Background: an optimization exercise with open tools, aiming at small area, a short achievable clock period and few clock cycles per item. Do not read the settings as production practice.
Where RTL was checked, it was by simulation tests only, not by an equivalence proof against the original.

== build 33 ==
Design cubic_bezier_point_generator, start of the top module:
module cubic_bezier_point_generator
(
    input  logic clk,
    input  logic rst_n,
    input  logic in_valid,
    output logic in_ready,
    input  logic [127:0] in_data,
    output logic out_valid,
    input  logic out_ready,
    output logic [38:0]  out_data
);
Size: ~4,900 cells after synthesis.
Settings: LEC_CHECK=0, ABC_CLOCK_PERIOD_IN_PS=2500, CAP_MARGIN=20, CORE_MARGIN=2, CORE_UTILIZATION=55, SETUP_SLACK_MARGIN=5, SLEW_MARGIN=20; clock period 8.0 ns.
run.sh (not shown) runs the stock make flow with config.mk's settings and CLKGATE_MAP_FILE= SYNTH_SCRIPT=/design/flow/synth_recipe.tcl, a recipe that flattens the netlist after the stock synthesis.
Testbench counts of build 33, summed over its fixed seeds: cycles 16,440, points 16,384.
The inputs of build 92 differ from those of build 33 as listed below.
# build 33
export LEC_CHECK = 0
export ABC_CLOCK_PERIOD_IN_PS = 2500
export CAP_MARGIN = 20
export CORE_MARGIN = 2
export CORE_UTILIZATION = 55
export SETUP_SLACK_MARGIN = 5
export SLEW_MARGIN = 20
create_clock -name core_clock -period 8.0 [get_ports {clk}]
# build 92
export LEC_CHECK = 0
export ABC_CLOCK_PERIOD_IN_PS = 3000
export CAP_MARGIN = 20
export CORE_MARGIN = 2
export CORE_UTILIZATION = 40
export SETUP_SLACK_MARGIN = 5
export SLEW_MARGIN = 20
create_clock -name core_clock -period 8.0 [get_ports {clk}]
==> run notes <==
- Build 92: PASS, flow complete, no timing, DRC or antenna violations
- Build 92 vs. build 33: total routed wirelength picked up an extra about 4%, violation count after the first detailed-route iteration picked up an extra 6.1%.
- Build 92: standard cell core area is about 40% higher than what build 33 reported.
- Relative to build 33, the number of cells after detailed placement measured on build 92 has increased by a little under 10%.
- [build 92 vs build 33] post-cts repair resize count: higher in build 92
- Build 92 against build 33: height of the die grew by 54 µm; critical path depth shrank by 1; worst setup slack grew by 0.027 ns; met2 wire length shrank by about 0.3%.
Changes in build 73 relative to build 92:
# build 92
export LEC_CHECK = 0
export ABC_CLOCK_PERIOD_IN_PS = 3000
export CAP_MARGIN = 20
export CORE_MARGIN = 2
export CORE_UTILIZATION = 40
export SETUP_SLACK_MARGIN = 5
export SLEW_MARGIN = 20
create_clock -name core_clock -period 8.0 [get_ports {clk}]
# build 73
export LEC_CHECK = 0
export ABC_CLOCK_PERIOD_IN_PS = 3000
export CAP_MARGIN = 20
export CORE_MARGIN = 2
export CORE_UTILIZATION = 40
export CTS_BUF_LIST = sky130_fd_sc_hd__clkbuf_16
export CTS_CLUSTER_DIAMETER = 100
export CTS_CLUSTER_SIZE = 30
export SETUP_SLACK_MARGIN = 5
export SLEW_MARGIN = 20
create_clock -name core_clock -period 8.0 [get_ports {clk}]
### Flow results
- Compared with build 92, build 73 shows number of resized instances in the post-cts repair step that has gone down slightly.
- Against build 92, build 73 comes in 3.3 points lower on layout overhead on the synthesized area.
- Diff build 92 -> build 73 | non-clock buffer count | up by a few percent
- The via count reported for build 73 is lower than the one for build 92.
- The final cycle utilization of the critical path on build 73 is in line with that on build 92.
- Final area, build 92 and build 73: lower on build 73

cubic_bezier_point_generator, a different RTL version from the one above (not shown whole).
Size: about 4,100 cells after synthesis, ~830 flip-flops, about 170 I/O pins, ~51,000 sq um of cells after synthesis.
clock: 8.0 ns
lec_check: 0
abc_clock_period_in_ps: 3000
cap_margin: 20
core_margin: 2
core_utilization: 40
cts_buf_list: sky130_fd_sc_hd__clkbuf_16
cts_cluster_diameter: 100
cts_cluster_size: 25
setup_slack_margin: 5
slew_margin: 20
The starting point produced a clean layout.
==> next run, changes <==
Settings changed: CTS_BUF_LIST sky130_fd_sc_hd__clkbuf_16 to unset, CTS_CLUSTER_DIAMETER 100 to unset, CTS_CLUSTER_SIZE 25 to unset.
Clock skew drops by 0.013 ns. Setup slack improved by 0.050 ns. Final area climbs by about 3%. Utilization climbs by 1.5 points.
No functional check of the RTL was part of any run of this note.

--- another note on this design; it stands on its own ---

try-violet:
## cubic_bezier_point_generator
module cubic_bezier_point_generator
(
    input  logic clk,
    input  logic rst_n,
    input  logic in_valid,
    output logic in_ready,
    input  logic [127:0] in_data,
    output logic out_valid,
    input  logic out_ready,
    output logic [38:0]  out_data
);
    function automatic logic [7:0] booth(input logic [4:0] i);
        logic [2:0] one, two;
        logic [1:0] neg;
        logic [2:0] g;
        for (int k = 0; k < 3; k++)
        begin
            g[2] = (k < 2) ? i[2*k+1] : 1'b0;
            g[1] = i[2*k];
            g[0] = (k > 0) ? i[2*k-1] : 1'b0;
            one[k] = g[1] ^ g[0];
            two[k] = (g == 3'b100) || (g == 3'b011);
            if (k < 2)
                neg[k] = g[2];
        end
        booth = {one, two, neg};
    endfunction
    logic       a_v, b_v, c_v, d_v, e_v, f_v, o_v, s_v, rdy;
    logic [4:0] a_i, b_i, c_i, d_i, e_i, f_i;
    logic [7:0] b_bc, e_bc;
    logic       fire, a_free, o_load, f_fire;
    assign fire     = !s_v;
    assign a_free   = !a_v || (a_i == 5'd31);
    assign in_ready = rdy;
    assign o_load   = !o_v || out_ready;
    assign f_fire   = fire && f_v;
    always_ff @(posedge clk or negedge rst_n)
    begin
        if (!rst_n)
        begin
  ...
Size: ~4000 cells after synthesis, ~820 flip-flops, roughly 170 I/O pins, ~0.050 mm^2 of cells after synthesis.
clock: 8.0 ns
lec_check: 0
abc_clock_period_in_ps: 3000
cap_margin: 20
core_margin: 2
core_utilization: 70
cts_buf_list: sky130_fd_sc_hd__clkbuf_16
cts_cluster_diameter: 100
cts_cluster_size: 25
setup_slack_margin: 5
slew_margin: 20
run.sh (not shown) runs the stock make flow with config.mk's settings and CLKGATE_MAP_FILE= SYNTH_SCRIPT=/design/flow/synth_recipe.tcl, a recipe that flattens the netlist after the stock synthesis.
No stage failed in try-violet, and the final checks on the layout all came back clean.
Testbench counts of try-violet, summed over its fixed seeds: cycles 16,440, points 16,384.
## Diff of input files: try-amber against try-violet
Settings: CORE_UTILIZATION now 60, was 70.
[summary]
- try-violet and try-amber ended up with roughly the same layout overhead on the synthesized area.
- STATUS clock period minus worst slack: try-amber wins against try-violet
- Final worst-path setup slack improves in try-amber relative to try-violet.
- Diff try-violet -> try-amber | instance count after placement with tap cells included | increase of about 2.7%
- Taking try-violet as the reference, in try-amber total number of vias went down by 3.0%, standard-cell row count went up by 8.
- Design area delta (try-amber -> try-violet): insignificant
The inputs of try-quartz differ from those of try-amber as listed below.
Settings: CORE_UTILIZATION now 40, was 60.
### Flow results
Going from try-amber to try-quartz, count of clock-buffer cells in the layout rose by 1; highest clock frequency the design can meet lost 0.0051 GHz; all-layer global routing usage went down 7.0 points; largest net degree at the start of global routing up 3. try-amber ended up with g_coord[1].d[1][8] as its capturing instance or port of the critical path; try-quartz ended up with g_coord[0].d[0][8]. Launching element of the worst setup path: in_data[32] -> try-amber, in_data[80] -> try-quartz. Of the two values seen for uppermost metal layer occupied by signal nets, met5 was produced by try-quartz and met4 by try-amber.
Edits applied to the flow inputs when going from try-quartz to try-pepper:
Settings: ABC_AREA now 1, previously not set; CORE_UTILIZATION now 60, was 40.
--- outcome ---
- Between try-quartz and try-pepper, the flow reports horizontal die dimension decreasing by more than 10%.
- Taking try-quartz as the reference point, the number of non-clock buffers in the layout of try-pepper falls by about 25%.
- From try-quartz to try-pepper the numbers moved as follows: area overhead of the layout relative to synthesis fell by 4.0 points; die area shrank by 0.038 mm^2; deepest level of the CTS H-tree about even; fmax rose by 6.6%; wire length went up 1.7 mm.
- Synthesized area (higher): try-pepper
- Worst setup slack ends up lower on try-quartz.
- try-pepper — share of synthesized area occupied by flip-flops and latches 2.3 points lower, try-quartz as reference
- try-pepper ends up with a final critical path time including I/O delays and setup that is 0.20 ns lower than in try-quartz.

[re-timing with driven ports]
No port has a modelled driver above. Below, the same layouts with a new extraction and two added sets of constraints. Step 1: set_driving_cell puts a clkbuf_16 on clk and a buf_2 on each other input, an assumption about the parent block. Step 2 adds t to the input delays and takes it off the output delays; t is the mean of the earliest and latest rising clock arrival at the registers after step 1. Input paths then give back, and output paths get back, about the clock's delay inside the block. a / b / c = no drivers / after step 1 / after step 2; a / b = the first two.
| run | t, ns | setup WS [ns] | worst setup path after step 2 |
|---|---|---|---|
| build 33 | 0.732 | 4.763 / 4.776 / 4.044 | input to register |
| build 92 | 0.758 | 4.790 / 4.769 / 4.011 | input to register |
| build 73 | 0.722 | 4.797 / 4.789 / 4.067 | input to register |
| the first run of note 2 | 0.705 | 4.500 / 4.500 / 3.970 | input to register |
| the second run of note 2 | 0.733 | 4.549 / 4.549 / 3.914 | input to register |
| try-violet | 0.667 | 4.715 / 4.722 / 4.056 | input to register |
| try-amber | 0.670 | 4.844 / 4.849 / 4.182 | input to register |
| try-quartz | 0.702 | 4.793 / 4.795 / 4.093 | input to register |
| try-pepper | 0.669 | 4.992 / 4.936 / 4.340 | input to register |
After both steps every run listed still meets setup and hold. The setup slack of build 92, which loses most, moves by -0.021 ns with the drivers and by -0.779 ns with both steps.
